Optimization exercise on an open flow, not production practice. RTL: at most simulated, not proved equivalent. Power: default activity.

--- flow/design.v ---
package fetch_pkg;
  typedef enum logic [1:0] {
    IDLE = 2'd0,
    LOAD = 2'd1,
    RUN  = 2'd2,
    HALT = 2'd3
  } state_t;
  localparam int ADDR_W_DEF = 8;
  localparam int OP_HI   = 7;
  localparam int OP_LO   = 4;
  localparam int RD_HI   = 3;
  localparam int RD_LO   = 2;
  localparam int RS_HI   = 1;
  localparam int RS_LO   = 0;
  localparam int IMM4_HI = 3;
  localparam int IMM2_HI = 1;
endpackage
module fetch_dec2 (
  input  logic [1:0] a,
  output logic [3:0] y
);
  always_comb begin
    for (int i = 0; i < 4; i++) y[i] = (a == 2'(i));
  end
endmodule
module fetch_dec4 (
  input  logic        en,
  input  logic [3:0]  a,
  output logic [15:0] y
);
  logic [3:0] lo, hi;
  fetch_dec2 u_lo (.a(a[1:0]), .y(lo));
  fetch_dec2 u_hi (.a(a[3:2]), .y(hi));
  always_comb begin
    for (int i = 0; i < 16; i++) y[i] = en && hi[i / 4] && lo[i % 4];
  end
endmodule
module fetch_dec8 (
  input  logic         en,
  input  logic [7:0]   a,
  output logic [255:0] y
);
  logic [15:0] lo, hi;
  fetch_dec4 u_lo (.en(en),   .a(a[3:0]), .y(lo));
  fetch_dec4 u_hi (.en(1'b1), .a(a[7:4]), .y(hi));
  always_comb begin
    for (int i = 0; i < 256; i++) y[i] = hi[i / 16] && lo[i % 16];
  end
endmodule
module fetch_nor2 (
  input  logic [7:0] a,
  input  logic [7:0] b,
  output logic [7:0] y
);
  assign y = ~(a | b);
endmodule
module fetch_nand2 (
  input  logic [7:0] a,
  input  logic [7:0] b,
  output logic [7:0] y
);
  assign y = ~(a & b);
endmodule
module fetch_or16 (
  input  logic [15:0][7:0] d,
  output logic [7:0]       y
);
  logic [7:0][7:0] l1;
  logic [3:0][7:0] l2;
  logic [1:0][7:0] l3;
  for (genvar i = 0; i < 8; i++) begin : g_l1
    fetch_nor2 u (.a(d[2*i]), .b(d[2*i+1]), .y(l1[i]));
  end
  for (genvar i = 0; i < 4; i++) begin : g_l2
    fetch_nand2 u (.a(l1[2*i]), .b(l1[2*i+1]), .y(l2[i]));
  end
  for (genvar i = 0; i < 2; i++) begin : g_l3
    fetch_nor2 u (.a(l2[2*i]), .b(l2[2*i+1]), .y(l3[i]));
  end
  fetch_nand2 u_l4 (.a(l3[0]), .b(l3[1]), .y(y));
endmodule
module fetch_sel #(
  parameter int N = 16
) (
  input  logic [N-1:0]      sel,
  input  logic [N-1:0][7:0] d,
  output logic [7:0]        y
);
  always_comb begin
    y = '0;
    for (int j = 0; j < N; j++) y |= d[j] & {8{sel[j]}};
  end
endmodule
module fetch_oreg #(
  parameter int W = 1
) (
  input  logic         clk,
  input  logic         rst,
  input  logic [W-1:0] d,
  output logic [W-1:0] q
);
  always_ff @(posedge clk or posedge rst) begin
    if (rst) q <= '0;
    else     q <= d;
  end
endmodule
module fetch_queue #(
  parameter int AW = 8,
  localparam int DEPTH = 2 ** AW
) (
  input  logic                 clk,
  input  logic                 we,
  input  logic [AW-1:0]        waddr,
  input  logic [7:0]           wdata,
  input  logic [DEPTH-1:0]     rsel,
  output logic [DEPTH/16-1:0][7:0] grp_data,
  input  logic [DEPTH-1:0]     roh,
  output logic [DEPTH/16-1:0][7:0] off_data,
  output logic [7:0]           rdata_0,
  output logic [7:0]           rdata_1
);
  logic [DEPTH-1:0][7:0] mem;
  logic [DEPTH-1:0]      wsel;
  fetch_dec8 u_wdec (.en(we), .a(waddr), .y(wsel));
  always_ff @(posedge clk) begin
    for (int i = 0; i < DEPTH; i++)
      if (wsel[i]) mem[i] <= wdata;
  end
  for (genvar g = 0; g < DEPTH / 16; g++) begin : g_seq
    fetch_sel #(.N(16)) u_sel (.sel(rsel[g*16 +: 16]), .d(mem[g*16 +: 16]), .y(grp_data[g]));
  end
  for (genvar g = 0; g < DEPTH / 16; g++) begin : g_red
    fetch_sel #(.N(16)) u_sel (.sel(roh[g*16 +: 16]), .d(mem[g*16 +: 16]), .y(off_data[g]));
  end
  assign rdata_0 = mem[0];
  assign rdata_1 = mem[1];
endmodule
module fetch_unit #(
  parameter int ADDR_W = fetch_pkg::ADDR_W_DEF,
  parameter int QDEPTH = 2
) (
  input  logic              clk,
  input  logic              rst,
  input  logic              load_en,
  input  logic              load_we,
  input  logic [15:0]       load_data,
  input  logic              run,
  input  logic              redirect_en,
  input  logic [ADDR_W-1:0] redirect_addr,
  input  logic              issue_ready,
  output logic              issue_valid,
  output logic [3:0]        opcode,
  output logic [1:0]        rd,
  output logic [1:0]        rs,
  output logic [1:0]        imm2,
  output logic [3:0]        imm4,
  output logic [ADDR_W-1:0] pc_out,
  output logic              halted,
  output logic              busy
);
  localparam int DEPTH = 2 ** ADDR_W;
  localparam int SG    = DEPTH / 16;          
  localparam int RG    = DEPTH / 16;          
  logic              st_load_reg, st_run_reg, st_halt_reg;
  logic              halted_next, busy_next;
  logic [ADDR_W-1:0] end_addr_reg;
  logic              prog_valid_reg;
  logic              first_wr_reg;
  logic              valid_next;
  logic [7:0]        instr_reg, instr_next;
  logic [ADDR_W-1:0] pc_reg, pc_next;
  logic              pend_reg;               
  logic [ADDR_W-1:0]  pcn_reg, pcn_next;     
  logic               last_reg, last_next;   
  logic [SG-1:0][7:0] grp_reg, grp_next;     
  logic [DEPTH-1:0]   oh_reg, oh_next;       
  logic [ADDR_W-1:0]  tgt_reg;               
  logic [RG-1:0][7:0] cand_reg;              
  logic               load_wr;
  logic [ADDR_W-1:0]  load_addr;
  logic [SG-1:0][7:0] grp_data;
  logic [RG-1:0][7:0] off_data;
  logic [7:0]         rdata_0, rdata_1, grp_or, cand_or;
  logic [DEPTH-1:0]   red_oh;
  logic               red_in_range;
  logic st_idle, enter_load, start, idle_to_halt, red, red_out, fin;
  logic s_start, s_pend, s_seq, s_hold, s_adv;
  assign load_addr    = load_data[8 +: ADDR_W];
  assign load_wr      = st_load_reg && load_we;
  assign red_in_range = (redirect_addr <= end_addr_reg);
  assign st_idle      = !st_load_reg && !st_run_reg && !st_halt_reg;
  assign enter_load   = load_en && (st_idle || st_halt_reg);
  assign start        = !load_en && run && (st_halt_reg || (st_idle && prog_valid_reg));
  assign idle_to_halt = st_idle && !load_en && run && !prog_valid_reg;
  assign red          = st_run_reg && redirect_en;
  assign red_out      = red && !red_in_range;
  assign fin          = st_run_reg && !redirect_en && !pend_reg && issue_ready && last_reg;
  assign s_start = start;
  assign s_pend  = st_run_reg && !redirect_en && pend_reg;
  assign s_adv   = st_run_reg && !redirect_en && !pend_reg && issue_ready;
  assign s_seq   = s_adv && !last_reg;
  assign s_hold  = st_run_reg && !redirect_en && !pend_reg && !issue_ready;
  fetch_dec8 u_rdec (.en(1'b1), .a(redirect_addr), .y(red_oh));
  fetch_queue #(.AW(ADDR_W)) u_mem (
    .clk      (clk),
    .we       (load_wr),
    .waddr    (load_addr),
    .wdata    (load_data[7:0]),
    .rsel     (oh_reg),
    .grp_data (grp_data),
    .roh      (red_oh),
    .off_data (off_data),
    .rdata_0  (rdata_0),
    .rdata_1  (rdata_1)
  );
  fetch_or16 u_grp_or  (.d(grp_reg),  .y(grp_or));
  fetch_or16 u_cand_or (.d(cand_reg), .y(cand_or));
  always_comb begin
    instr_next = '0;
    pc_next    = '0;
    if (s_start) begin
      instr_next = rdata_0;
      pc_next    = '0;
    end else if (s_pend) begin
      instr_next = cand_or;
      pc_next    = tgt_reg;
    end else if (s_seq) begin
      instr_next = grp_or;
      pc_next    = pcn_reg;
    end else if (s_hold) begin
      instr_next = instr_reg;
      pc_next    = pc_reg;
    end
  end
  always_comb begin
    pcn_next  = pcn_reg;
    last_next = last_reg;
    grp_next  = grp_reg;
    oh_next   = oh_reg;
    if (!st_run_reg) begin
      pcn_next    = ADDR_W'(1);
      last_next   = (end_addr_reg == '0);
      grp_next    = '0;
      grp_next[0] = rdata_1;
      oh_next     = DEPTH'(4);
    end else if (redirect_en) begin
      oh_next   = {red_oh[DEPTH-2:0], 1'b0};
    end else if (pend_reg) begin
      pcn_next  = tgt_reg + 1'b1;
      last_next = (tgt_reg == end_addr_reg);
      grp_next  = grp_data;
      oh_next   = {oh_reg[DEPTH-2:0], 1'b0};
    end else if (issue_ready) begin
      pcn_next  = pcn_reg + 1'b1;
      last_next = (pcn_reg == end_addr_reg);
      grp_next  = grp_data;
      oh_next   = {oh_reg[DEPTH-2:0], 1'b0};
    end
  end
  always_ff @(posedge clk or posedge rst) begin
    if (rst) begin
      st_load_reg    <= 1'b0;
      st_run_reg     <= 1'b0;
      st_halt_reg    <= 1'b0;
      end_addr_reg   <= '0;
      prog_valid_reg <= 1'b0;
      first_wr_reg   <= 1'b0;
      instr_reg      <= '0;
      pc_reg         <= '0;
      pend_reg       <= 1'b0;
    end else begin
      st_load_reg <= enter_load || (st_load_reg && load_en);
      st_run_reg  <= start || (st_run_reg && !red_out && !fin);
      st_halt_reg <= idle_to_halt || (st_halt_reg && !load_en && !run) || red_out || fin;
      instr_reg   <= instr_next;
      pc_reg      <= pc_next;
      pend_reg    <= red && red_in_range;
      if (enter_load) first_wr_reg <= 1'b1;
      if (load_wr) begin
        prog_valid_reg <= 1'b1;
        first_wr_reg   <= 1'b0;
        if (first_wr_reg || load_addr > end_addr_reg) end_addr_reg <= load_addr;
      end
    end
  end
  always_ff @(posedge clk) begin
    pcn_reg     <= pcn_next;
    last_reg    <= last_next;
    grp_reg     <= grp_next;
    oh_reg      <= oh_next;
    tgt_reg     <= redirect_addr;
    cand_reg    <= off_data;
  end
  assign halted_next = idle_to_halt || (st_halt_reg && !load_en && !run) || red_out || fin;
  assign busy_next   = enter_load || (st_load_reg && load_en) ||
                       start || (st_run_reg && !red_out && !fin);
  assign valid_next  = start || (st_run_reg && !redirect_en && (pend_reg || !issue_ready || !last_reg));
  fetch_oreg #(.W(1)) u_valid  (.clk(clk), .rst(rst), .d(valid_next),  .q(issue_valid));
  fetch_oreg #(.W(4)) u_opcode (.clk(clk), .rst(rst), .d(instr_next[fetch_pkg::OP_HI:fetch_pkg::OP_LO]), .q(opcode));
  fetch_oreg #(.W(2)) u_rd     (.clk(clk), .rst(rst), .d(instr_next[fetch_pkg::RD_HI:fetch_pkg::RD_LO]), .q(rd));
  fetch_oreg #(.W(2)) u_rs     (.clk(clk), .rst(rst), .d(instr_next[fetch_pkg::RS_HI:fetch_pkg::RS_LO]), .q(rs));
  fetch_oreg #(.W(2)) u_imm2   (.clk(clk), .rst(rst), .d(instr_next[fetch_pkg::IMM2_HI:0]), .q(imm2));
  fetch_oreg #(.W(4)) u_imm4   (.clk(clk), .rst(rst), .d(instr_next[fetch_pkg::IMM4_HI:0]), .q(imm4));
  fetch_oreg #(.W(ADDR_W)) u_pc (.clk(clk), .rst(rst), .d(pc_next), .q(pc_out));
  fetch_oreg #(.W(1)) u_halted (.clk(clk), .rst(rst), .d(halted_next), .q(halted));
  fetch_oreg #(.W(1)) u_busy   (.clk(clk), .rst(rst), .d(busy_next),   .q(busy));
endmodule
--- flow/flow/run.sh ---
#!/bin/bash
# Layout flow: the standard flow (standard.sh, all steps), except that the
# port buffers are inserted as buf_4 cells rather than the buffer_ports
# default. make's full output goes to standard_flow.log here; each ORFS step
# keeps its own log under orfs/logs.
set -euo pipefail
export BUFFER_PORTS_ARGS="-buffer_cell sky130_fd_sc_hd__buf_4"
bash standard.sh finish > standard_flow.log 2>&1
--- flow/standard.sh ---
#!/bin/bash
# synth_recipe.tcl (not shown) runs the flow's synth.tcl, then flattens the netlist and writes it again
# the make line also repeats each setting of config.mk as NAME=value (left out here)
make -C /OpenROAD-flow-scripts/flow DESIGN_CONFIG=/design/flow/config.mk WORK_HOME=/design/flow/orfs CLKGATE_MAP_FILE= SYNTH_SCRIPT=/design/flow/synth_recipe.tcl "${@:-finish}"
--- flow/config.mk ---
export PLATFORM = sky130hd
export DESIGN_NAME = fetch_unit
export DESIGN_NICKNAME = fetch_unit
export VERILOG_FILES = /design/flow/design.v
export SDC_FILE = /design/flow/constraint.sdc
export NUM_CORES = 4
export LEC_CHECK = 0
export CAP_MARGIN = 20
export CORE_MARGIN = 2
export CORE_UTILIZATION = 60
export SETUP_SLACK_MARGIN = 2.2
export SLEW_MARGIN = 20
export SYNTH_HIERARCHICAL = 1
--- flow/constraint.sdc ---
create_clock -name core_clock -period 4.0 [get_ports {clk}]
set_input_delay 0.8000 -clock core_clock [delete_from_list [all_inputs] [get_ports {clk}]]
set_output_delay 0.8000 -clock core_clock [all_outputs]
set_load 0.01 [all_outputs]
==> results.ini, run 1 <==
[status]
status = no timing/DRC/antenna violations

[finish]
mostFrequentLayoutCells = 2,057 x edfxtp_1, 1,115 x a22o_1, 658 x a221oi_2, 504 x dfxtp_1, 402 x and2_4
layout_commonest_cell = edfxtp_1
finalNetCount = 7865
utilization_pct = 69.8
area_delta_synth_final_pct = 15.5
fillerInstances = 12600
fin_cells = 10600
drive_gt1_share_pct = 26.5
largest_reg_flops = 2048

[place]
dp_slack_ns = 0.992
dp.cells = 9790
hpwl_mm = 245
gp_congestion = 0.954
port_buffers = 55

[sta]
period_needed_ns = 2.33
fmax_ghz = 0.430
setup_viol = 0
hold_violations = 0
post-route-period-util_pct = 58.2
clock_skew_ns = 0.0296
max_slew_margin_pct = 22.8
fin_setup_tns_ns = 0
worst_slew_pin_slew_ns = 1.16
setup_slack_ns = 1.67
rsz0062_at_grt = true
slew_viol_final = 0

[die]
initial_core_util_pct = 60.4
io_pins = 56
core_area_mm2 = 0.188
die_x_um = 439
die-area_mm2 = 0.193
rows = 159
die_h_um = 439

[logic_synthesis]
yosys.area_share.simple_pct = 8.21
yosys.cell_types.count = 63
synth_compound_area_share_pct = 19.2
async_flop_share_pct = 2.09
yosys-mux-area-fraction_pct = 2.50
synth_edf_count = 2057
synthCells = 7896
synth_top_family_by_area = compound AO/OA/AOI/OAI gates
avgSynthCellArea_um2 = 14.4
synth_warnings = 16
synth-main-ff-cell = edfxtp_1
synth_xor_area_share_pct = 0.100
synth_fa_ha_area_share_pct = 0.187
synth_area_mm2 = 0.113
synth-seq-cells = 2631
yosysSeqAreaShare_pct = 64.8

[drt]
wl_mm = 405
detail-route-antenna-nets = 0
via_per_inst = 7.47
drt_iter0_markers = 12200
wl_per_cell_um = 38.4
drc = 0
dr_total_vias = 78800
first_pass_iters = 9

[cts]
cts.sinks = 2631
clock_latency_ns = 0.94
cts_made_buffers = 289
clockBufferDepth = 4
cts_tree = built
htree_levels = 5
clk_transition_reported_paths_ns = 0.06
clockRootBuffer = clkbuf_16

[flow_run]
cap_violations = 0

[critical_path]
startpoint_type = flop
criticalPathCategory = flop to output port
crit_fanout = 1
cp.required_ns = 3.20
critPathSlowestCell = dfrtp_2
crit_chain = buf_6
arrival_ns = 1.53
cp_top_family = flip-flops
crit_buf_inv = 1
max_stage_delay_ns = 0.46
endpoint_kind = output port

[power_and_ir_drop]
p_seq_share_pct = 48.6
leakage_nw = 44.8
totalPowerFinal_mw = 61.6
power.internal_mw = 46.9
p_sw_mw = 14.7
power_frac_comb_pct = 9.6
power.density_mw_per_mm2 = 470
irDropWorstVdd_uv = 543
swShare_pct = 23.8
clock_power_share_pct = 41.8

[hold_path]
hold_class = input port to flop

[global_route]
track_usage_pct = 39.7
grt_pass1_vias = 73600
antenna_found_initial = 19
overflow = 0
grt_max_degree = 122
grt_pass1_wl_mm = 548

==> layer usage <==
| metal | part of all wire (%) | track usage [%] | vias up |
|---|---|---|---|
| met1 | 38 | 55.7 | 40100 |
| met3 | 11 | 7.49 | 1049 |
| li1 | - | - | 32100 |
| met4 | 6.2 | 19.8 | 8 |
| met2 | 45 | 59.8 | 5601 |
| met5 | 0.048 | 0 | - |
==> timing repair <==
item                       in CTS  in global routing
gates cloned                   10                 45
hold endpoints to repair       33                  0
buffers inserted              123                 49
pin swaps                      43                114
hold buffers                    4                  0
resized for setup             250                216
setup endpoints to repair    2628                618
==> stage by stage <==
step,hold WS [ns],instance area (um2)
after global placement,0.463,117000
final,0.0527,131000
after floorplan,0.450,118000
after global routing,0.0268,131000
after CTS,0.00557,129000
after detailed placement,0.464,117000
==> power groups by stage <==
stage	Combinational, mW	Clock (mW)	Sequential, mW
floorplan	1.92	0	30.4
global placement	3.47	0	30.5
detailed placement	3.53	0	30.5
CTS	4.42	25.8	29.9
global route	5.96	26.8	29.9
finish	5.91	25.8	29.9
==> synthesized netlist by cell type, types with 32 or more instances <==
cell / instances / area share, %
o21ai_0: 260 / 1.1
buf_4: 119 / 0.79
and2_1: 765 / 4.2
edfxtp_1: 2057 / 54
buf_2: 148 / 0.65
dfxtp_1: 519 / 9.2
a22o_1: 1115 / 8.6
nor2_1: 196 / 0.65
and3_1: 40 / 0.22
buf_6: 278 / 2.8
dfrtp_1: 55 / 1.2
nand2_1: 344 / 1.1
mux2i_1: 259 / 2.3
a221oi_2: 160 / 2.1
a221oi_1: 864 / 6.7
nand4_1: 262 / 1.4
clkbuf_1: 197 / 0.65
a22o_2: 32 / 0.28
==> cell families after synthesis <==
logic type | count (synthesis)
other | 4
AO/OA/AOI/OAI | 2492
buffers and inverters | 772
multiplexers | 279
flip-flops | 2631
XOR/XNOR | 13
adder cells (fa/ha/maj) | 17
AND/OR/NAND/NOR | 1688
==> layout make-up <==
cell class,instances,area (um2),area share [%]
Sequential cell,2631,73600,56.2
Multi-Input combinational cell,4513,39700,30.3
Clock buffer,423,8260,6.30
Timing Repair Buffer,361,5460,4.17
Tap cell,2495,3120,2.38
Clock inverter,80,704,0.538
Inverter,21,82.6,0.0630
Antenna cell,31,77.6,0.0592
==> path summary, 6_finish.rpt <==
path | from | to | slack (ns) | cells after the start
worst max-delay path | u_imm4.q[1] | imm4[1] | 1.67 | 1
worst min-delay path | redirect_addr[5] | tgt_reg[5] | 0.05 | 1
worst max register to register | pend_reg | pcn_reg[1] | 2.04 | 8
worst min register to register | grp_reg[99] | grp_reg[99] | 0.48 | 1
max in group asynchronous | rst | end_addr_reg[2] | 2.87 | 4
min in group asynchronous | rst | u_busy.q | 0.34 | 3
==> Yosys stat by module, one instance, submodules excluded, excerpt <==
| module | cells inside | flip-flops and latches |
|---|---|---|
| fetch_unit | 2064 | 558 |
| fetch_dec8 | 289 | 0 |
| fetch_dec4 | 17 | 0 |
| fetch_nand2 | 8 | 0 |
| fetch_nor2 | 8 | 0 |
| fetch_dec2 | 4 | 0 |
Testbench counts, summed over its fixed seeds: cycles 24,571.
==> inputs of run 2 (changes only) <==
--- a/flow/config.mk
+++ b/flow/config.mk
@@ -10,2 +10,4 @@
 export CORE_UTILIZATION = 60
+export CTS_CLUSTER_DIAMETER = 100
+export CTS_CLUSTER_SIZE = 30
 export SETUP_SLACK_MARGIN = 2.2
==> run 2 against run 1 <==
Against the previous run: utilization decreased by 2.4 points; fmax grew 4.2%; flip-flop and latch count unchanged; largest power group unchanged; global-route usage up 0.43 points.
==> results.ini, run 2 <==
[status]
status = no timing/DRC/antenna violations

[cts]
cts_made_buffers = 100
cts.sinks = 2631
clockRootBuffer = clkbuf_16
cts_tree = built
clk_transition_reported_paths_ns = 0.12
htree_levels = 3
clock_latency_ns = 0.82
clockBufferDepth = 3

[critical_path]
crit_fanout = 1
startpoint_type = flop
crit_buf_inv = 1
cp_top_family = flip-flops
criticalPathCategory = flop to output port
max_stage_delay_ns = 0.47
cp.required_ns = 3.20
arrival_ns = 1.43
crit_chain = buf_6
critPathSlowestCell = dfrtp_2
endpoint_kind = output port

[logic_synthesis]
synth-seq-cells = 2631
synth-main-ff-cell = edfxtp_1
synth_warnings = 16
yosysTopAreaCell = edfxtp_1
yosysSeqAreaShare_pct = 64.8
yosysMostFrequentCell = edfxtp_1
synthCells = 7896
synth_edf_count = 2057
synthTopCellsByCount = 2,057 x edfxtp_1, 1,115 x a22o_1, 864 x a221oi_1
avgSynthCellArea_um2 = 14.4
synth_area_mm2 = 0.113
yosys.cell_types.count = 63
synth_area_leaders = edfxtp_1 54%, dfxtp_1 9.2%, a22o_1 8.6%, a221oi_1 6.7%, and2_1 4.2%
synth_top_area_share_pct = 54.4
async_flop_share_pct = 2.09

[drt]
wl_mm = 403
via_per_inst = 7.56
drc = 0
first_pass_iters = 8
dr_total_vias = 77800
detail-route-antenna-nets = 0
wl_per_cell_um = 39.1
drt_iter0_markers = 12600

[finish]
utilization_pct = 67.4
fin_cells = 10300
drive_gt1_share_pct = 25.1
finalNetCount = 7731
area_delta_synth_final_pct = 11.5
layout_commonest_cell = edfxtp_1
largest_reg_flops = 2048
mostFrequentLayoutCells = 2,057 x edfxtp_1, 1,113 x a22o_1, 609 x a221oi_2, 506 x dfxtp_1, 430 x and2_4
design_area_mm2 = 0.127

[sta]
whs_ns = 0.111
max_slew_margin_pct = 25.2
slew_viol_final = 0
fmax_ghz = 0.448
rsz0062_at_grt = true
setup_viol = 0
fin_setup_tns_ns = 0
hold_violations = 0
clock_skew_ns = 0.0306
post-route-period-util_pct = 55.8
worst_slew_pin_slew_ns = 1.12
period_needed_ns = 2.23

[die]
io_pins = 56
core_area_mm2 = 0.188
die_x_um = 439
die-area_mm2 = 0.193
rows = 159
die_h_um = 439
initial_core_util_pct = 60.4

[global_route]
grt_pass1_vias = 72500
grt_pass1_wl_mm = 551
track_usage_pct = 40.2
antenna_found_initial = 23
overflow = 0
grt_max_degree = 122

[place]
port_buffers = 55
placed_area_mm2 = 0.117
hpwl_mm = 245
gp_congestion = 0.954
dp.cells = 9790

[power_and_ir_drop]
leakage_nw = 42.3
irDropWorstVdd_uv = 397
power.density_mw_per_mm2 = 392

[hold_path]
hold_class = input port to flop

[flow_run]
cap_violations = 0

## run 2: what timing repair did
action	in CTS	in global routing
pin swaps	81	269
endpoints found under the setup margin	2645	1552
setup buffers	165	44
hold endpoints to repair	30	0
resized for setup	414	396
hold buffers	1	0
cloned	42	34
## run 2: where the power goes
part	internal [mW]	total [mW]	switching [mW]
sequential	29.6	29.8	0.209
combinational	2.37	6.20	3.82
clock	5.12	13.6	8.44
## run 2: cell type report
type / count / area [um2]
flip-flops and latches: 2631 / 73600
clock inverters: 12 / 114
repair buffers: 405 / 6340
diodes: 22 / 55.1
fillers: 13000 / 61300
multi-input cells: 4524 / 40300
clock buffers: 175 / 2930
inverters: 21 / 82.6
well taps: 2495 / 3120
## run 2: final timing paths
kind / start / to / slack (ns) / cells after the start
max in group asynchronous: rst / end_addr_reg[0] / 2.77 / 4
min in group asynchronous: rst / u_busy.q / 0.47 / 3
min reg2reg: grp_reg[86] / grp_reg[86] / 0.50 / 1
min: redirect_addr[0] / tgt_reg[0] / 0.11 / 1
max: u_opcode.q[3] / opcode[3] / 1.77 / 1
max reg2reg: pend_reg / last_reg / 1.91 / 9
## run 2: per-layer routing
metal  routed length [um]  track usage [%]  part of all wire (%)  vias to the layer above
met5                   47                0                 0.012                        -
met4                24600             20.3                   6.1                        8
met3                45200             7.48                    11                      902
met2               179000             60.4                    45                     5346
met1               154000             56.2                    38                    39800
li1                     -                -                     -                    31700
## run 2: kinds of logic (layout without fill, tap and decap cells)
group	after synthesis	in the layout	synth area share, %
compound gates	2492	2492	19.2
simple gates	1688	1701	8.21
mux	279	279	2.50
other cells	4	44	0.0132
buf+inv	772	613	4.95
fa+ha+maj	17	17	0.187
xor+xnor	13	13	0.100
flops	2631	2631	64.8
## run 2: Yosys stat by module (local to each module, per instance), a selection
module	cell area, um2	times used	cells inside
fetch_unit	21200	1	2064
fetch_dec8	1930	2	289
fetch_dec4	119	4	17
fetch_nand2	30.0	10	8
fetch_nor2	30.0	20	8
fetch_dec2	26.3	8	4
## run 2: through the flow
stage	power (mW)	worst slack [ns]
finish	49.6	1.77
floorplan	32.3	1.81
CTS	48.6	1.73
global placement	33.9	1.05
global route	50.6	1.77
detailed placement	34.0	0.992
==> inputs of run 3 (changes only) <==
--- a/flow/config.mk
+++ b/flow/config.mk
@@ -10,4 +10,4 @@
 export CORE_UTILIZATION = 60
-export CTS_CLUSTER_DIAMETER = 100
-export CTS_CLUSTER_SIZE = 30
+export CTS_CLUSTER_DIAMETER = 60
+export CTS_CLUSTER_SIZE = 24
 export SETUP_SLACK_MARGIN = 2.2
==> run 3 against run 2 <==
Against the previous run: still clean; wire length is 0.54% higher; register-to-register slack better by 0.05 ns; utilization grew 1.2 points; non-clock buffer count decreased by 23; setup slack got worse by 0.054 ns; first-iteration DRC count is 1.4% lower; die area unchanged; hold slack worse by 0.040 ns; sequential share of layout area decreased by 1.0 points; clock skew increased by 0.0052 ns; count of clock-buffer cells in the layout increased by 27; critical path depth did not move; critical path type unchanged.
==> results.ini, run 3 <==
[finish]
largest_reg_flops = 2048
drive_gt1_share_pct = 26.4
finalNetCount = 7772
fillerInstances = 12800
layout_commonest_cell = edfxtp_1
area_delta_synth_final_pct = 13.5
mostFrequentLayoutCells = 2,057 x edfxtp_1, 1,115 x a22o_1, 637 x a221oi_2, 506 x dfxtp_1, 409 x and2_4

[critical_path]
crit_buf_inv = 1
rr_endpoint = pcn_reg[2]
arrival_ns = 1.49
rr_worst_depth = 8
cp_num_cells = 1
startpoint_type = flop
endpoint_kind = output port
crit_chain = buf_6
r2r_slack_ns = 1.96
r2r-start = pend_reg
cp.required_ns = 3.20
crit_fanout = 1
critPathSlowestCell = dfrtp_2
cp_top_family = flip-flops
crit_start = u_opcode.q[1]
criticalPathCategory = flop to output port
max_stage_delay_ns = 0.47
crit_end = opcode[1]

[drt]
drt-met1-wl_mm = 152
drc = 0
dr_total_vias = 78100
routed.top_layer = met5
via_per_inst = 7.52
wl_met2_mm = 180
drt_iter0_markers = 12400
route.met3.wl_mm = 46.9
wl_per_cell_um = 39.0
detail-route-antenna-nets = 0
first_pass_iters = 10
wl_mm = 405

[sta]
max_slew_margin_pct = 24.0
hold_violations = 0
setup_viol = 0
setup_slack_ns = 1.71
rsz0062_at_grt = true
fin_setup_tns_ns = 0
slew_viol_final = 0
period_needed_ns = 2.29
clock_skew_ns = 0.0357
worst_slew_pin_slew_ns = 1.14
post-route-period-util_pct = 57.2
fmax_ghz = 0.437

[place]
hpwl_mm = 245
port_buffers = 55
dp_slack_ns = 0.992
gp_congestion = 0.954

[hold_path]
hold_class = input port to flop

[logic_synthesis]
synth-seq-cells = 2631
async_flop_share_pct = 2.09
avgSynthCellArea_um2 = 14.4
synth_edf_count = 2057
synth_area_mm2 = 0.113
yosys.cell_types.count = 63
yosysSeqAreaShare_pct = 64.8
synth_top_area_share_pct = 54.4
synthCells = 7896
yosysMostFrequentCell = edfxtp_1
synth_area_leaders = edfxtp_1 54%, dfxtp_1 9.2%, a22o_1 8.6%, a221oi_1 6.7%, and2_1 4.2%
synth-main-ff-cell = edfxtp_1
synthTopCellsByCount = 2,057 x edfxtp_1, 1,115 x a22o_1, 864 x a221oi_1
synth_warnings = 16
yosysTopAreaCell = edfxtp_1

[global_route]
grt_pass1_wl_mm = 550
grt_max_degree = 122
grt_pass1_vias = 72900
overflow = 0
track_usage_pct = 40.1
antenna_found_initial = 28

[die]
die-area_mm2 = 0.193
io_pins = 56
core_area_mm2 = 0.188
die_h_um = 439
die_x_um = 439
rows = 159
initial_core_util_pct = 60.4

[cts]
clockRootBuffer = clkbuf_16
clock_latency_ns = 0.88
cts_tree = built
htree_levels = 4
cts.sinks = 2631
cts_made_buffers = 170
clockBufferDepth = 3
clk_transition_reported_paths_ns = 0.09

[flow_run]
cap_violations = 0

[power_and_ir_drop]
irDropWorstVdd_uv = 529
power.density_mw_per_mm2 = 431
leakage_nw = 43.6

[status]
status = no timing/DRC/antenna violations

-- run 3: worst min path at each step --
| stage | end | startpoint | cells after the start |
|---|---|---|---|
| 2_1_floorplan | grp_reg[104] | grp_reg[104] | 1 |
| 3_3_place_gp | grp_reg[95] | grp_reg[95] | 1 |
| 3_5_place_dp | grp_reg[105] | grp_reg[105] | 1 |
| 4_1_cts | tgt_reg[6] | redirect_addr[6] | 1 |
| 5_1_grt | tgt_reg[0] | redirect_addr[0] | 1 |
| 6_report | tgt_reg[0] | redirect_addr[0] | 1 |
-- run 3: cell families (layout without fill, tap and decap cells) --
logic type | Yosys count | after routing | synth area share (%)
AO/OA/AOI/OAI | 2492 | 2492 | 19.2
XOR/XNOR | 13 | 13 | 0.100
adder cells (fa/ha/maj) | 17 | 17 | 0.187
buffers and inverters | 772 | 722 | 4.95
flip-flops | 2631 | 2631 | 64.8
multiplexers | 279 | 279 | 2.50
other | 4 | 44 | 0.0132
AND/OR/NAND/NOR | 1688 | 1695 | 8.21
-- run 3: power breakdown --
| part | switching, mW | internal, mW | leakage, nW |
|---|---|---|---|
| Clock | 10.3 | 9.29 | 2.92 |
| Combinational | 3.81 | 2.26 | 17.3 |
| Sequential | 0.218 | 29.6 | 23.4 |
| Total | 14.4 | 41.2 | 43.6 |
-- run 3: what timing repair did --
action	4_1_cts	5_1_grt
endpoints found under the setup margin	2642	833
gates resized for setup	294	391
gates cloned	24	43
pin swaps	49	195
hold buffers	1	0
hold endpoints to repair	30	0
setup buffers	156	33
-- run 3: layout make-up --
type                       count  area, um2  area share [%]
antenna                       22       55.1          0.0427
clock buffer                 202       4660            3.62
clock inverter               117       1370            1.06
inverter                      21       82.6          0.0641
multi-input combinational   4518      40000            31.1
sequential                  2631      73600            57.1
tap                         2495       3120            2.42
timing repair buffer         382       5920            4.60
-- run 3: routing by layer --
layer	vias to the layer above	global-route usage [%]
met4	18	20.6
met3	929	7.94
li1	31800	-
met2	5517	59.9
met5	-	0
met1	39800	56.0
-- run 3: metrics by stage --
step | total power [mW] | utilization, % | hold slack (ns) | instance area, um2 | cells
2_1_floorplan | 32.3 | - | 0.450 | 118000 | 7914
3_3_place_gp | 33.9 | 62.1 | 0.463 | 117000 | 9790
3_5_place_dp | 34.0 | 62.1 | 0.464 | 117000 | 9790
4_1_cts | 54.3 | 67.4 | 0.0584 | 127000 | 10300
5_1_grt | 56.6 | 68.6 | 0.0601 | 129000 | 10400
6_report | 55.6 | 68.6 | 0.0715 | 129000 | 10400
-- run 3: per-module statistics from Yosys (local to each module, per instance), excerpt --
module | cell area, um2 | cells inside | copies in the design | flip-flops and latches
fetch_unit | 21200 | 2064 | 1 | 558
fetch_nor2 | 30.0 | 8 | 20 | 0
fetch_dec4 | 119 | 17 | 4 | 0
fetch_dec8 | 1930 | 289 | 2 | 0
fetch_nand2 | 30.0 | 8 | 10 | 0
fetch_dec2 | 26.3 | 4 | 8 | 0
==> inputs of run 4 (changes only) <==
--- a/flow/config.mk
+++ b/flow/config.mk
@@ -9,5 +9,3 @@
 export CORE_MARGIN = 2
-export CORE_UTILIZATION = 60
-export CTS_CLUSTER_DIAMETER = 60
-export CTS_CLUSTER_SIZE = 24
+export CORE_UTILIZATION = 40
 export SETUP_SLACK_MARGIN = 2.2
==> run 4 against run 3 <==
Against the previous run: synthesized cell count stayed put; setup slack lost 0.098 ns; sequential power about the same; wire length increased by 4.7%; sequential share of layout area is 2.5 points lower; non-clock buffer count grew 26; count of clock-buffer cells in the layout increased by 201; first-iteration DRC count fell by 4.7%; clock skew up 0.014 ns; clock power increased by 41%; largest power group unchanged.
==> results.ini, run 4 <==
[cts]
clockBufferDepth = 4
clock_latency_ns = 0.90
clockRootBuffer = clkbuf_16
cts_made_buffers = 293
cts.sinks = 2631
clk_transition_reported_paths_ns = 0.06
cts_tree = built
htree_levels = 5

[sta]
rsz0062_at_grt = true
setup_slack_ns = 1.62
fmax_ghz = 0.419
post-route-period-util_pct = 59.6
setup_viol = 0
period_needed_ns = 2.38
worst_slew_pin_slew_ns = 1.01
max_slew_margin_pct = 32.7
slew_viol_final = 0
clock_skew_ns = 0.0498
hold_violations = 0
fin_setup_tns_ns = 0

[logic_synthesis]
synth_area_leaders = edfxtp_1 54%, dfxtp_1 9.2%, a22o_1 8.6%, a221oi_1 6.7%, and2_1 4.2%
yosysTopAreaCell = edfxtp_1
yosysMostFrequentCell = edfxtp_1
yosys.cell_types.count = 63
synthCells = 7896
synth_warnings = 16
synth_top_area_share_pct = 54.4
synth_edf_count = 2057
async_flop_share_pct = 2.09
avgSynthCellArea_um2 = 14.4
synth-seq-cells = 2631
synthTopCellsByCount = 2,057 x edfxtp_1, 1,115 x a22o_1, 864 x a221oi_1
synth_area_mm2 = 0.113
yosysSeqAreaShare_pct = 64.8
synth-main-ff-cell = edfxtp_1

[finish]
multi_input_area_mm2 = 0.0404
largest_reg_flops = 2048
area_delta_synth_final_pct = 18.8
fillerInstances = 23800
mostFrequentLayoutCells = 2,057 x edfxtp_1, 1,115 x a22o_1, 676 x a221oi_2, 490 x dfxtp_1, 399 x and2_4
ff_latch_area_mm2 = 0.0736
layout_commonest_cell = edfxtp_1
drive_gt1_share_pct = 29.0
finalNetCount = 7920

[global_route]
grt_pass1_wl_mm = 567
overflow = 0
antenna_found_initial = 58
track_usage_pct = 27.4
grt_pass1_vias = 73900
grt_max_degree = 162

[critical_path]
criticalPathCategory = flop to output port
startpoint_type = flop
cp.required_ns = 3.20
max_stage_delay_ns = 0.51
cp_top_family = flip-flops
crit_buf_inv = 1
endpoint_kind = output port
crit_fanout = 1
arrival_ns = 1.58
critPathSlowestCell = dfrtp_2
crit_chain = buf_6

[drt]
wl_mm = 424
dr_total_vias = 79000
wl_per_cell_um = 35.6
first_pass_iters = 8
detail-route-antenna-nets = 0
wl_met2_mm = 190
route.met3.wl_mm = 43.0
drc = 0
drt_iter0_markers = 11800
drt-met1-wl_mm = 169
via_per_inst = 6.64
routed.top_layer = met5

[power_and_ir_drop]
p_seq_share_pct = 47.1
power_frac_comb_pct = 9.7
power.density_mw_per_mm2 = 473
power.internal_mw = 48.3
swShare_pct = 24.2
clock_power_share_pct = 43.2
p_sw_mw = 15.4
irDropWorstVdd_uv = 374
leakage_nw = 45.7

[place]
port_buffers = 55
hpwl_mm = 252
dp_slack_ns = 0.898
gp_congestion = 0.942

[hold_path]
hold_class = input port to flop

[die]
die-area_mm2 = 0.288
rows = 195
die_h_um = 537
core_area_mm2 = 0.282
die_x_um = 537
initial_core_util_pct = 40.2
io_pins = 56

[status]
status = no timing/DRC/antenna violations

[flow_run]
cap_violations = 0

==> run 4: cell count changes in the layout (fill, tap and decap cells not counted), sizes merged <==
cell,previous run,this run
diode,22,46
inv,80,28
and2,777,776
buf,348,370
clkinvlp,9,11
bufinv,7,27
clkinv,42,84
clkbuf,233,438
==> run 4: stage by stage <==
step	hold slack [ns]	cell area, um2	util, %	total power [mW]	cells
after global placement	0.464	118000	41.9	34.0	11000
final	0.0389	135000	47.8	63.7	11900
after detailed placement	0.464	118000	41.9	34.0	11000
after CTS	0.0232	132000	46.7	62.4	11700
after global routing	0.0394	135000	47.7	65.0	11900
after floorplan	0.450	118000	-	32.3	7914
==> run 4: cell type report <==
| cell class | count | area share (%) |
|---|---|---|
| timing repair buffer | 408 | 4.62 |
| multi-input combinational | 4517 | 29.9 |
| antenna | 46 | 0.0854 |
| clock buffer | 403 | 6.15 |
| sequential | 2631 | 54.6 |
| tap | 3743 | 3.47 |
| clock inverter | 129 | 1.06 |
| inverter | 21 | 0.0613 |
==> run 4: per-layer routing <==
layer / global-route usage (%) / up-vias
li1: - / 32300
met1: 37.9 / 40700
met2: 42.0 / 4996
met3: 4.72 / 928
met4: 12.8 / 20
met5: 0 / -
==> run 4: logic make-up after synthesis <==
group / after synthesis / synth area share [%]
flip-flops: 2631 / 64.8
multiplexers: 279 / 2.50
AND/OR/NAND/NOR: 1688 / 8.21
XOR/XNOR: 13 / 0.100
buffers and inverters: 772 / 4.95
other: 4 / 0.0132
AO/OA/AOI/OAI: 2492 / 19.2
adder cells (fa/ha/maj): 17 / 0.187
==> run 4: timing repair <==
| action | in CTS | in global routing |
|---|---|---|
| gates cloned | 21 | 57 |
| resized for setup | 363 | 451 |
| endpoints found under the setup margin | 2656 | 974 |
| pin swaps | 91 | 163 |
| hold endpoints to repair | 25 | 0 |
| hold buffers | 1 | 0 |
| buffers inserted | 156 | 58 |
==> run 4: Yosys stat by module (local to each module, per instance), a selection <==
module	flops+latches	cells inside	cell area, um2
fetch_unit	558	2064	21200
fetch_dec8	0	289	1930
fetch_dec4	0	17	119
fetch_nand2	0	8	30.0
fetch_nor2	0	8	30.0
fetch_dec2	0	4	26.3
==> run 4: power by group through the flow <==
stage	clock [mW]	combinational [mW]	sequential [mW]
final	27.6	6.18	30.0
after global routing	28.8	6.22	30.0
after CTS	27.8	4.66	30.0
after detailed placement	0	3.34	30.7
after global placement	0	3.29	30.7
after floorplan	0	1.92	30.4
==> run 4: worst paths after layout <==
kind | startpoint | end | slack [ns] | depth (start not counted)
setup / recovery | u_busy.q | busy | 1.62 | 1
hold / removal | redirect_addr[0] | tgt_reg[0] | 0.04 | 1
setup reg to reg | pend_reg | pcn_reg[6] | 1.95 | 12
hold reg to reg | u_mem.mem[1978] | cand_reg[122] | 0.48 | 2
max in group asynchronous | rst | end_addr_reg[0] | 2.58 | 4
min in group asynchronous | rst | u_busy.q | 0.45 | 3
==> inputs of run 5 (changes only) <==
==> flow/flow/run.sh (replaced) <==
#!/bin/bash
# Layout flow: the standard flow (standard.sh, all steps), except that
#  - the port buffers are inserted as buf_4 cells rather than the
#    buffer_ports default;
#  - the ports are placed by flow/io_pins.tcl (bottom edge, around the
#    middle) before ORFS's place_pins.
# make's full output goes to standard_flow.log here; each ORFS step keeps its
# own log under orfs/logs.
set -euo pipefail
here=$(pwd)
export BUFFER_PORTS_ARGS="-buffer_cell sky130_fd_sc_hd__buf_4"
export PRE_IO_PLACEMENT_TCL="$here/flow/io_pins.tcl"
bash standard.sh finish > standard_flow.log 2>&1
==> flow/flow/io_pins.tcl (new file) <==
# Pin placement for the layout (sourced by ORFS before place_pins): all ports
# on the bottom edge, packed around its middle, with the clock in the middle.
# This keeps the issue-port registers and the input logic close to their
# pins and the clock root close to the centre of the core.
set block [ord::get_db_block]
set die   [$block getDieArea]
set mid   [expr {([$die xMin] + [$die xMax]) / 2000.0}]
set others {}
foreach bt [$block getBTerms] {
  set name [$bt getName]
  if {$name ne "clk"} { lappend others $name }
}
set_io_pin_constraint -pin_names {clk} -region bottom:[expr {$mid - 2}]-[expr {$mid + 2}]
set_io_pin_constraint -pin_names $others -region bottom:[expr {$mid - 50}]-[expr {$mid + 50}]
--- a/flow/config.mk
+++ b/flow/config.mk
@@ -9,3 +9,3 @@
 export CORE_MARGIN = 2
-export CORE_UTILIZATION = 40
+export CORE_UTILIZATION = 60
 export SETUP_SLACK_MARGIN = 2.2
==> run 5 against run 4 <==
Against the previous run: critical path depth unchanged; non-clock buffer count decreased by 31; synthesized area unchanged; largest power group unchanged; design area decreased by 2.0%.
==> results.ini, run 5 <==
[cts]
clockBufferDepth = 4
cts_made_buffers = 287
htree_levels = 5
clk_transition_reported_paths_ns = 0.06
cts_tree = built
clockRootBuffer = clkbuf_16
clock_latency_ns = 0.94
cts.sinks = 2631

[sta]
fin_setup_tns_ns = 0
post-route-period-util_pct = 57.1
setup_viol = 0
clock_skew_ns = 0.0353
rsz0062_at_grt = true
fmax_ghz = 0.438
hold_violations = 0
worst_slew_pin_slew_ns = 1.21
max_slew_margin_pct = 19.5
slew_viol_final = 0
period_needed_ns = 2.28
whs_ns = 0.0429
setup_slack_ns = 1.72

[finish]
drive_gt1_share_pct = 28.0
utilization_pct = 70.3
layout_commonest_cell = edfxtp_1
area_delta_synth_final_pct = 16.4
fin_cells = 10600
largest_reg_flops = 2048
fillerInstances = 12400
design_area_mm2 = 0.132
finalNetCount = 7882
mostFrequentLayoutCells = 2,057 x edfxtp_1, 1,115 x a22o_1, 653 x a221oi_2, 500 x dfxtp_1, 413 x and2_4

[logic_synthesis]
synth_compound_area_share_pct = 19.2
synthCells = 7896
synth-seq-cells = 2631
avgSynthCellArea_um2 = 14.4
synth_area_mm2 = 0.113
synth_top_area_share_pct = 54.4
synth_xor_area_share_pct = 0.100
yosysTopAreaCell = edfxtp_1
yosys.area_share.simple_pct = 8.21
synth_top_family_by_area = compound AO/OA/AOI/OAI gates
synthTopCellsByCount = 2,057 x edfxtp_1, 1,115 x a22o_1, 864 x a221oi_1
yosysMostFrequentCell = edfxtp_1
synth_fa_ha_area_share_pct = 0.187
synth_warnings = 16
synth_edf_count = 2057
synth-main-ff-cell = edfxtp_1
synth_area_leaders = edfxtp_1 54%, dfxtp_1 9.2%, a22o_1 8.6%, a221oi_1 6.7%, and2_1 4.2%
yosysSeqAreaShare_pct = 64.8
yosys-mux-area-fraction_pct = 2.50
async_flop_share_pct = 2.09
yosys.cell_types.count = 63

[critical_path]
crit_start = u_opcode.q[2]
max_stage_delay_ns = 0.41
cp_num_cells = 1
cp.required_ns = 3.20
crit_fanout = 1
r2r-start = pend_reg
rr_worst_depth = 9
crit_end = opcode[2]
arrival_ns = 1.48
startpoint_type = flop
crit_chain = buf_6
criticalPathCategory = flop to output port
cp_top_family = flip-flops
crit_buf_inv = 1
r2r_slack_ns = 1.98
critPathSlowestCell = dfrtp_1
rr_endpoint = oh_reg[171]
endpoint_kind = output port

[power_and_ir_drop]
p_sw_mw = 14.1
swShare_pct = 23.0
clock_power_share_pct = 42.8
power_frac_comb_pct = 8.4
power.internal_mw = 47.2
leakage_nw = 45.1
totalPowerFinal_mw = 61.3
p_seq_share_pct = 48.8
irDropWorstVdd_uv = 537
power.density_mw_per_mm2 = 464

[die]
die_h_um = 439
core_area_mm2 = 0.188
initial_core_util_pct = 60.4
io_pins = 56
die_x_um = 439
rows = 159
die-area_mm2 = 0.193

[place]
gp_congestion = 0.986
dp.cells = 9782
dp_slack_ns = 0.907
port_buffers = 55
placed_area_mm2 = 0.117
hpwl_mm = 245

[drt]
detail-route-antenna-nets = 0
wl_mm = 401
via_per_inst = 7.44
wl_per_cell_um = 37.9
dr_total_vias = 78600
drc = 0
drt_iter0_markers = 11500
first_pass_iters = 9

[flow_run]
cap_violations = 0

[global_route]
grt_pass1_wl_mm = 554
grt_pass1_vias = 74100
track_usage_pct = 40.3
grt_max_degree = 155
overflow = 0
antenna_found_initial = 14

[hold_path]
hold_class = input port to flop

[status]
status = no timing/DRC/antenna violations

## run 5: repair_timing
action	in CTS	in global routing
gates cloned	26	17
setup endpoints to repair	2650	1325
hold buffers	1	0
pin swaps	47	71
endpoints found under the hold margin	26	0
setup buffers	188	26
resized for setup	416	410
## run 5: area by class of cell
cell class | instances | area (um2) | share of cell area [%]
repair buffers | 377 | 5620 | 4.25
diodes | 28 | 70.1 | 0.0531
well taps | 2495 | 3120 | 2.36
multi-input cells | 4516 | 40500 | 30.7
clock inverters | 108 | 1150 | 0.873
inverters | 21 | 82.6 | 0.0625
flip-flops and latches | 2631 | 73600 | 55.7
clock buffers | 386 | 7970 | 6.04
## run 5: per-module statistics from Yosys (local to each module, per instance), excerpt
module,times used,cells,area [um2]
fetch_dec2,8,4,26.3
fetch_dec4,4,17,119
fetch_dec8,2,289,1930
fetch_nand2,10,8,30.0
fetch_nor2,20,8,30.0
fetch_unit,1,2064,21200
## run 5: metal layers
| metal | GRT usage (%) | up-vias | part of all wire (%) |
|---|---|---|---|
| li1 | - | 32100 | - |
| met1 | 55.5 | 40200 | 38 |
| met2 | 60.6 | 5326 | 45 |
| met3 | 8.82 | 1010 | 11 |
| met4 | 20.2 | 2 | 6.0 |
| met5 | 0 | - | 0.0047 |
## run 5: power by group through the flow
stage                     combinational (mW)  sequential (mW)  clock, mW
after floorplan                         1.92             30.4          0
after global placement                  3.38             30.5          0
after detailed placement                3.43             30.5          0
after CTS                               4.63             29.9       26.3
after global routing                    5.27             29.9       27.4
final                                   5.16             29.9       26.2
## run 5: worst min path at each step
stage / from / endpoint / slack, ns / cells after the start
2_1_floorplan: grp_reg[104] / grp_reg[104] / 0.45 / 1
3_3_place_gp: grp_reg[43] / grp_reg[43] / 0.46 / 1
3_5_place_dp: grp_reg[51] / grp_reg[51] / 0.47 / 1
4_1_cts: redirect_addr[0] / tgt_reg[0] / 0.01 / 1
5_1_grt: redirect_addr[0] / tgt_reg[0] / 0.03 / 1
6_report: redirect_addr[0] / tgt_reg[0] / 0.04 / 1
## run 5: logic make-up after synthesis
group	Yosys count
flip-flops	2631
AO/OA/AOI/OAI	2492
AND/OR/NAND/NOR	1688
buffers and inverters	772
multiplexers	279
adder cells (fa/ha/maj)	17
XOR/XNOR	13
other	4
==> inputs of run 6 (changes only) <==
--- a/flow/config.mk
+++ b/flow/config.mk
@@ -10,2 +10,4 @@
 export CORE_UTILIZATION = 60
+export CTS_CLUSTER_DIAMETER = 50
+export CTS_CLUSTER_SIZE = 20
 export SETUP_SLACK_MARGIN = 2.2
==> run 6 against run 5 <==
Against the previous run: clock skew is 0.0075 ns higher; die area unchanged; still clean; hold slack better by 0.018 ns; clock power shrank 14%; wire length grew 1.3%; via count about the same; total power fell by 5.3%; highest routed layer unchanged; utilization shrank 0.53 points.
==> results.ini, run 6 <==
[logic_synthesis]
synth_compound_area_share_pct = 19.2
synthCells = 7896
yosys-mux-area-fraction_pct = 2.50
yosysMostFrequentCell = edfxtp_1
synth_top_area_share_pct = 54.4
yosys.cell_types.count = 63
synth_area_leaders = edfxtp_1 54%, dfxtp_1 9.2%, a22o_1 8.6%, a221oi_1 6.7%, and2_1 4.2%
yosysTopAreaCell = edfxtp_1
synth-seq-cells = 2631
async_flop_share_pct = 2.09
synth_edf_count = 2057
yosysSeqAreaShare_pct = 64.8
synth_fa_ha_area_share_pct = 0.187
synth_warnings = 16
synth_xor_area_share_pct = 0.100
avgSynthCellArea_um2 = 14.4
yosys.area_share.simple_pct = 8.21
synth_area_mm2 = 0.113
synth_top_family_by_area = compound AO/OA/AOI/OAI gates
synthTopCellsByCount = 2,057 x edfxtp_1, 1,115 x a22o_1, 864 x a221oi_1
synth-main-ff-cell = edfxtp_1

[place]
placed_area_mm2 = 0.117
hpwl_mm = 245
dp.cells = 9782
port_buffers = 55
gp_congestion = 0.986

[drt]
wl_mm = 406
drt_iter0_markers = 12200
dr_total_vias = 78700
detail-route-antenna-nets = 0
drc = 0
wl_per_cell_um = 38.7
first_pass_iters = 12
via_per_inst = 7.50

[power_and_ir_drop]
power_frac_comb_pct = 9.8
power.internal_mw = 43.2
irDropWorstVdd_uv = 519
leakage_nw = 44.6
power.density_mw_per_mm2 = 443
clock_power_share_pct = 38.8
swShare_pct = 25.5
totalPowerFinal_mw = 58.1
p_sw_mw = 14.8
p_seq_share_pct = 51.4

[critical_path]
startpoint_type = flop
crit_chain = buf_6
crit_fanout = 1
criticalPathCategory = flop to output port
max_stage_delay_ns = 0.43
arrival_ns = 1.44
critPathSlowestCell = dfrtp_1
cp.required_ns = 3.20
cp_top_family = flip-flops
crit_buf_inv = 1
endpoint_kind = output port

[flow_run]
cap_violations = 0

[cts]
cts.sinks = 2631
htree_levels = 4
clockRootBuffer = clkbuf_16
clockBufferDepth = 3
cts_tree = built
clock_latency_ns = 0.90
cts_made_buffers = 216
clk_transition_reported_paths_ns = 0.07

[sta]
fmax_ghz = 0.447
rsz0062_at_grt = true
setup_viol = 0
fin_setup_tns_ns = 0
period_needed_ns = 2.24
post-route-period-util_pct = 56.0
max_slew_margin_pct = 16.8
hold_violations = 0
worst_slew_pin_slew_ns = 1.25
slew_viol_final = 0
clock_skew_ns = 0.0428
whs_ns = 0.0607

[global_route]
grt_pass1_vias = 73100
grt_max_degree = 155
grt_pass1_wl_mm = 551
overflow = 0
antenna_found_initial = 22
track_usage_pct = 40.0

[finish]
area_delta_synth_final_pct = 15.5
ff_latch_area_mm2 = 0.0736
finalNetCount = 7836
fin_cells = 10500
fillerInstances = 12500
mostFrequentLayoutCells = 2,057 x edfxtp_1, 1,115 x a22o_1, 638 x a221oi_2, 494 x dfxtp_1, 414 x and2_4
layout_commonest_cell = edfxtp_1
drive_gt1_share_pct = 28.9
design_area_mm2 = 0.131
multi_input_area_mm2 = 0.0407
largest_reg_flops = 2048

[die]
rows = 159
die-area_mm2 = 0.193
die_h_um = 439
io_pins = 56
initial_core_util_pct = 60.4
die_x_um = 439
core_area_mm2 = 0.188

[hold_path]
hold_class = input port to flop

[status]
status = no timing/DRC/antenna violations

[run 6: cell counts after synthesis]
Identical to the previous run, type by type.
[run 6: path summary, 6_finish.rpt]
check	start	slack [ns]	cells past startpoint	to
worst max register to register	st_load_reg	1.84	9	u_mem.mem[689]
worst min register to register	grp_reg[67]	0.49	1	grp_reg[67]
min in group asynchronous	rst	0.40	3	u_halted.q
worst min-delay path	redirect_addr[2]	0.06	1	tgt_reg[2]
worst max-delay path	u_opcode.q[0]	1.76	1	opcode[0]
max in group asynchronous	rst	2.95	4	pend_reg
[run 6: cells by family after synthesis]
| family | Yosys count |
|---|---|
| multiplexers | 279 |
| other | 4 |
| XOR/XNOR | 13 |
| adder cells (fa/ha/maj) | 17 |
| flip-flops | 2631 |
| AND/OR/NAND/NOR | 1688 |
| buffers and inverters | 772 |
| AO/OA/AOI/OAI | 2492 |
[run 6: per-layer routing]
layer,part of all wire (%),vias up,global-route usage (%)
met1,38,40000,55.7
met2,44,5539,60.2
li1,-,32100,-
met3,11,1039,8.35
met4,6.1,14,19.2
met5,0.037,-,0
[run 6: per-stage QoR]
stage                     utilization (%)  setup WS [ns]
after detailed placement             62.1          0.907
after global routing                 69.8           1.75
after CTS                            68.3           1.73
after floorplan                         -           1.81
after global placement               62.1          0.943
final                                69.8           1.76
[run 6: power groups by stage]
stage | Clock (mW) | Combinational, mW | Sequential, mW
2_1_floorplan | 0 | 1.92 | 30.4
3_3_place_gp | 0 | 3.38 | 30.5
3_5_place_dp | 0 | 3.43 | 30.5
4_1_cts | 22.6 | 4.38 | 29.8
5_1_grt | 23.7 | 5.75 | 29.9
6_report | 22.5 | 5.66 | 29.9
[run 6: per-module statistics from Yosys, one instance, submodules excluded, excerpt]
module	times used	cells	flops+latches
fetch_nand2	10	8	0
fetch_unit	1	2064	558
fetch_dec4	4	17	0
fetch_dec8	2	289	0
fetch_nor2	20	8	0
fetch_dec2	8	4	0
[run 6: cell type report]
class / count / area share (%)
sequential: 2631 / 56.1
antenna: 24 / 0.0458
clock buffer: 250 / 4.42
multi-input combinational: 4521 / 31.1
tap: 2495 / 2.38
clock inverter: 156 / 1.30
timing repair buffer: 397 / 4.59
inverter: 21 / 0.0649
[run 6: timing repair]
action                                  in CTS  in global routing
endpoints found under the setup margin    2652               1552
pin swaps                                   62                118
cloned                                      21                 44
buffers inserted                           177                 40
hold buffers                                 1                  0
hold endpoints to repair                    26                  0
resized for setup                          396                504
==> inputs of run 7 (changes only) <==
--- a/flow/config.mk
+++ b/flow/config.mk
@@ -9,5 +9,5 @@
 export CORE_MARGIN = 2
-export CORE_UTILIZATION = 60
-export CTS_CLUSTER_DIAMETER = 50
-export CTS_CLUSTER_SIZE = 20
+export CORE_UTILIZATION = 70
+export CTS_CLUSTER_DIAMETER = 60
+export CTS_CLUSTER_SIZE = 28
 export SETUP_SLACK_MARGIN = 2.2
==> run 7 against run 6 <==
Against the previous run: still clean on timing, DRC and antenna; synthesized area stayed put; sequential power hardly changed; flip-flop and latch count stayed put; fmax is 3.8% lower; critical path depth is 3 higher; register-to-register slack worse by 0.17 ns; via count is 4.3% higher; design area is 1.9% lower; setup slack worse by 0.089 ns; critical path type is now flop to flop; highest routed layer unchanged.
==> results.ini, run 7 <==
[drt]
dr_total_vias = 82100
drc = 0
first_pass_iters = 17
drt_iter0_markers = 15900
via_per_inst = 8.15
detail-route-antenna-nets = 0
wl_per_cell_um = 40.0
wl_mm = 403

[cts]
clockBufferDepth = 3
cts_tree = built
clk_transition_reported_paths_ns = 0.10
cts_made_buffers = 149
htree_levels = 4
clock_latency_ns = 0.86
clockRootBuffer = clkbuf_16
cts.sinks = 2631

[place]
port_buffers = 55
dp.cells = 9433
gp_congestion = 1.03
hpwl_mm = 232

[sta]
slew_viol_final = 0
max_slew_margin_pct = 29.4
period_needed_ns = 2.33
post-route-period-util_pct = 58.2
fin_setup_tns_ns = 0
hold_violations = 0
worst_slew_pin_slew_ns = 1.06
fmax_ghz = 0.430
rsz0062_at_grt = true
clock_skew_ns = 0.0509
setup_viol = 0

[critical_path]
criticalPathCategory = flop to flop
endpoint_kind = flop
crit_fanout = 10
arrival_ns = 3.09
cp.required_ns = 4.77
startpoint_type = flop

[logic_synthesis]
synth_warnings = 16
synthCells = 7896
synth_top_area_share_pct = 54.4
synthTopCellsByCount = 2,057 x edfxtp_1, 1,115 x a22o_1, 864 x a221oi_1
synth_area_mm2 = 0.113
yosys.cell_types.count = 63
synth_area_leaders = edfxtp_1 54%, dfxtp_1 9.2%, a22o_1 8.6%, a221oi_1 6.7%, and2_1 4.2%
yosysMostFrequentCell = edfxtp_1
synth_edf_count = 2057
avgSynthCellArea_um2 = 14.4
yosysTopAreaCell = edfxtp_1
synth-main-ff-cell = edfxtp_1
synth-seq-cells = 2631
yosysSeqAreaShare_pct = 64.8
async_flop_share_pct = 2.09

[global_route]
grt_pass1_vias = 75500
met2_usage_pct = 68.4
busiest_layer = met2
grt_max_degree = 163
grt_pass1_wl_mm = 551
antenna_found_initial = 29
use_met1_pct = 61.3
overflow = 0
use_met3_pct = 14.0
track_usage_pct = 47.0

[flow_run]
cap_violations = 0

[finish]
area_delta_synth_final_pct = 13.4
drive_gt1_share_pct = 27.1
finalNetCount = 7802
fin_cells = 10100
layout_commonest_cell = edfxtp_1
largest_reg_flops = 2048
mostFrequentLayoutCells = 2,057 x edfxtp_1, 1,114 x a22o_1, 599 x a221oi_2, 512 x dfxtp_1, 410 x and2_4

[hold_path]
hold_class = input port to flop

[die]
io_pins = 56
die_h_um = 407
core_area_mm2 = 0.161
die-area_mm2 = 0.165
die_x_um = 407
initial_core_util_pct = 70.6
rows = 147

[power_and_ir_drop]
leakage_nw = 43.5
irDropWorstVdd_uv = 536
power.density_mw_per_mm2 = 424

[status]
status = no timing/DRC/antenna violations

[run 7: where the power goes]
part / total [mW] / switching (mW) / internal (mW)
combinational: 6.50 / 3.93 / 2.56
clock: 18.2 / 9.91 / 8.27
sequential: 29.9 / 0.220 / 29.6
[run 7: layout make-up]
type                       instances  area [um2]
clock inverter                    98        1240
inverter                          21        82.6
antenna                           39        97.6
fill                            8727       32100
sequential                      2631       73600
tap                             2160        2700
multi-input combinational       4530       40200
timing repair buffer             421        6680
clock buffer                     176        4080
[run 7: final timing paths]
kind	from	endpoint	slack [ns]	cells after the start
hold / removal	redirect_addr[0]	tgt_reg[0]	0.08	1
max in group asynchronous	rst	end_addr_reg[0]	2.74	4
setup / recovery	oh_reg[61]	grp_reg[27]	1.67	4
hold reg to reg	grp_reg[86]	grp_reg[86]	0.49	1
setup reg to reg	oh_reg[61]	grp_reg[27]	1.67	4
min in group asynchronous	rst	u_valid.q	0.41	3
[run 7: logic make-up (layout without fill, tap and decap cells)]
family | after synthesis | after routing | synth area share (%)
flip-flops | 2631 | 2631 | 64.8
AO/OA/AOI/OAI | 2492 | 2497 | 19.2
AND/OR/NAND/NOR | 1688 | 1702 | 8.21
buffers and inverters | 772 | 716 | 4.95
multiplexers | 279 | 279 | 2.50
adder cells (fa/ha/maj) | 17 | 17 | 0.187
XOR/XNOR | 13 | 13 | 0.100
other | 4 | 61 | 0.0132
[run 7: timing repair]
item                       4_1_cts  5_1_grt
hold buffers                     1        0
setup endpoints to repair     2647      647
setup buffers                  214       32
hold endpoints to repair        25        0
pin swaps                       72       96
gates resized for setup        517      349
cloned                          64       19
[run 7: per-layer routing]
| layer | vias up | part of all wire (%) | routed length, um |
|---|---|---|---|
| li1 | 31900 | - | - |
| met1 | 40700 | 34 | 135000 |
| met2 | 7630 | 43 | 173000 |
| met3 | 1799 | 15 | 59100 |
| met4 | 18 | 8.9 | 35800 |
| met5 | - | 0.028 | 112 |
[run 7: critical path: stages (launching register included)]
cell	delay (ns)
dfxtp_1	0.48
a22o_1	0.30
a221oi_1	0.83
nand4_1	0.33
a22o_1	0.29
[run 7: metrics by stage]
stage          area (um2)  utilization [%]  hold WS (ns)  worst slack, ns  total power, mW
2_1_floorplan      118000                -         0.450             1.81             32.3
3_3_place_gp       116000             72.2         0.462             1.01             33.8
3_5_place_dp       116000             72.2         0.464             1.04             33.8
4_1_cts            127000             79.0        0.0899             1.82             53.3
5_1_grt            129000             80.0        0.0767             1.74             55.2
6_report           129000             80.0        0.0824             1.67             54.5
[run 7: modules after synthesis (local to each module, per instance), a selection]
module / flip-flops and latches / cell area [um2] / copies in the design
fetch_unit: 558 / 21200 / 1
fetch_dec8: 0 / 1930 / 2
fetch_dec4: 0 / 119 / 4
fetch_nand2: 0 / 30.0 / 10
fetch_nor2: 0 / 30.0 / 20
fetch_dec2: 0 / 26.3 / 8
==> inputs of run 8 (changes only) <==
--- a/flow/config.mk
+++ b/flow/config.mk
@@ -9,5 +9,5 @@
 export CORE_MARGIN = 2
-export CORE_UTILIZATION = 70
+export CORE_UTILIZATION = 50
 export CTS_CLUSTER_DIAMETER = 60
-export CTS_CLUSTER_SIZE = 28
+export CTS_CLUSTER_SIZE = 24
 export SETUP_SLACK_MARGIN = 2.2
==> run 8 against run 7 <==
Against the previous run: now fails the layout checks on slew limit; via count down 6.3%; total power grew 3.1%; critical endpoint is now oh_reg[177]; synthesized cell count did not move; largest power group unchanged; die area rose by 40%; non-clock buffer count shrank 16; first-iteration DRC count fell by 32%; clock skew down 0.0032 ns; sequential power hardly changed.
==> results.ini, run 8 <==
[status]
status = complete, but fails checks
so_faults = slew limit

[sta]
setup_viol = 0
fin_setup_tns_ns = 0
worst_slew_pin_slew_ns = 1.88
setup_slack_ns = 1.46
whs_ns = 0.0885
fmax_ghz = 0.393
rsz0062_at_grt = true
max_slew_margin_pct = -25.1
period_needed_ns = 2.54
clock_skew_ns = 0.0476
slew_viol_final = 98
post-route-period-util_pct = 63.6
hold_violations = 0

[die]
rows = 174
die_x_um = 480
die_h_um = 480
die-area_mm2 = 0.231
io_pins = 56
initial_core_util_pct = 50.4
core_area_mm2 = 0.225

[logic_synthesis]
synth_area_mm2 = 0.113
yosysTopAreaCell = edfxtp_1
synth_area_leaders = edfxtp_1 54%, dfxtp_1 9.2%, a22o_1 8.6%, a221oi_1 6.7%, and2_1 4.2%
synth-seq-cells = 2631
avgSynthCellArea_um2 = 14.4
synth_top_area_share_pct = 54.4
synth_edf_count = 2057
yosysMostFrequentCell = edfxtp_1
synth_warnings = 16
async_flop_share_pct = 2.09
synthTopCellsByCount = 2,057 x edfxtp_1, 1,115 x a22o_1, 864 x a221oi_1
synth-main-ff-cell = edfxtp_1
yosys.cell_types.count = 63
synthCells = 7896
yosysSeqAreaShare_pct = 64.8

[finish]
drive_gt1_share_pct = 26.9
fillerInstances = 17400
design_area_mm2 = 0.130
mostFrequentLayoutCells = 2,057 x edfxtp_1, 1,115 x a22o_1, 622 x a221oi_2, 505 x dfxtp_1, 410 x and2_4
layout_commonest_cell = edfxtp_1
utilization_pct = 57.8
largest_reg_flops = 2048
area_delta_synth_final_pct = 14.8
finalNetCount = 7801

[cts]
clockBufferDepth = 3
htree_levels = 4
cts_made_buffers = 178
clk_transition_reported_paths_ns = 0.09
clockRootBuffer = clkbuf_16
clock_latency_ns = 0.87
cts.sinks = 2631
cts_tree = built

[place]
dp_slack_ns = 0.948
gp_congestion = 0.921
placed_area_mm2 = 0.117
hpwl_mm = 247
port_buffers = 55

[critical_path]
arrival_ns = 3.26
crit_fanout = 153
crit_chain = buf_4 -> buf_4 -> buf_12 -> and2_1
critPathSlowestCell = and2_1
endpoint_kind = flop
crit_buf_inv = 3
rr_endpoint = oh_reg[177]
startpoint_type = flop
criticalPathCategory = flop to flop
cp_top_family = simple AND/OR/NAND/NOR gates
rr_worst_depth = 4
r2r-start = st_run_reg
max_stage_delay_ns = 0.63
r2r_slack_ns = 1.46
cpMostUsedCell = buf_4
cp.required_ns = 4.71

[power_and_ir_drop]
clock_power_share_pct = 35.9
power_frac_comb_pct = 11.1
p_sw_mw = 14.8
p_seq_share_pct = 53.1
leakage_nw = 43.9
irDropWorstVdd_uv = 475
power.internal_mw = 41.5
power.density_mw_per_mm2 = 432
swShare_pct = 26.3

[global_route]
grt_pass1_wl_mm = 563
track_usage_pct = 34.1
grt_max_degree = 153
grt_pass1_vias = 73200
antenna_found_initial = 28
overflow = 0

[hold_path]
holdPathEnd = tgt_reg[2]
holdPathStages = 1
hold_class = input port to flop
hold_path_startpoint = redirect_addr[2]

[drt]
via_per_inst = 7.05
wl_mm = 411
dr_total_vias = 77000
first_pass_iters = 10
drc = 0
wl_per_cell_um = 37.6
detail-route-antenna-nets = 0
drt_iter0_markers = 10900

[flow_run]
cap_violations = 0

==> run 8: cell counts after synthesis <==
No cell type changed its count.
==> run 8: repair_timing <==
action                     in CTS  in global routing
gates cloned                   32                 35
setup endpoints to repair    2649                719
pin swaps                      59                179
gates resized for setup       378                369
hold buffers                    1                  0
buffers inserted              173                 48
hold endpoints to repair       25                  0
==> run 8: area by class of cell <==
| class | instances | area (um2) | area share (%) |
|---|---|---|---|
| sequential | 2631 | 73600 | 56.5 |
| multi-input combinational | 4516 | 40000 | 30.7 |
| timing repair buffer | 405 | 6410 | 4.92 |
| clock buffer | 202 | 4760 | 3.66 |
| tap | 2992 | 3740 | 2.88 |
| clock inverter | 135 | 1570 | 1.20 |
| inverter | 21 | 82.6 | 0.0634 |
| antenna | 18 | 45.0 | 0.0346 |
==> run 8: worst max path at each step <==
stage,slack (ns),start,depth (start not counted),endpoint
floorplan,1.81,redirect_addr[4],8,cand_reg[86]
global placement,0.96,redirect_addr[1],7,oh_reg[237]
detailed placement,0.95,redirect_addr[0],7,cand_reg[74]
CTS,1.70,u_opcode.q[3],1,opcode[3]
global route,1.72,u_opcode.q[3],1,opcode[3]
finish,1.46,st_run_reg,4,oh_reg[177]
==> run 8: logic make-up after synthesis <==
| family | count (synthesis) | synth area share [%] |
|---|---|---|
| and+or+nand+nor | 1688 | 8.21 |
| DFF | 2631 | 64.8 |
| xor gates and xnor gates | 13 | 0.100 |
| buffers and inverters | 772 | 4.95 |
| adders and majority gates | 17 | 0.187 |
| other | 4 | 0.0132 |
| muxes | 279 | 2.50 |
| AOI/OAI and AO/OA | 2492 | 19.2 |
==> run 8: power by group through the flow <==
stage / sequential, mW / clock [mW] / combinational, mW
final: 29.9 / 20.2 / 6.22
after global routing: 29.9 / 21.4 / 6.31
after CTS: 29.8 / 20.4 / 4.84
after detailed placement: 30.5 / 0 / 3.52
after global placement: 30.5 / 0 / 3.47
after floorplan: 30.4 / 0 / 1.92
==> run 8: per-stage QoR <==
stage               instances  power (mW)
floorplan                7914        32.3
global placement        10300        33.9
detailed placement      10300        34.0
CTS                     10800        55.1
global route            10900        57.5
finish                  10900        56.2
==> run 8: per-module statistics from Yosys (local to each module, per instance), a selection <==
module / cells / times used / flops+latches / cell area (um2)
fetch_unit: 2064 / 1 / 558 / 21200
fetch_dec4: 17 / 4 / 0 / 119
fetch_dec8: 289 / 2 / 0 / 1930
fetch_dec2: 4 / 8 / 0 / 26.3
fetch_nor2: 8 / 20 / 0 / 30.0
fetch_nand2: 8 / 10 / 0 / 30.0
==> run 8: per-layer routing <==
layer	GRT usage (%)	share of wire, %	vias up	wire (um)
met4	16.3	5.5	24	22800
met1	47.1	40	39900	163000
met3	5.98	9.3	827	38000
li1	-	-	31900	-
met5	0	0.042	-	172
met2	52.3	45	4330	186000
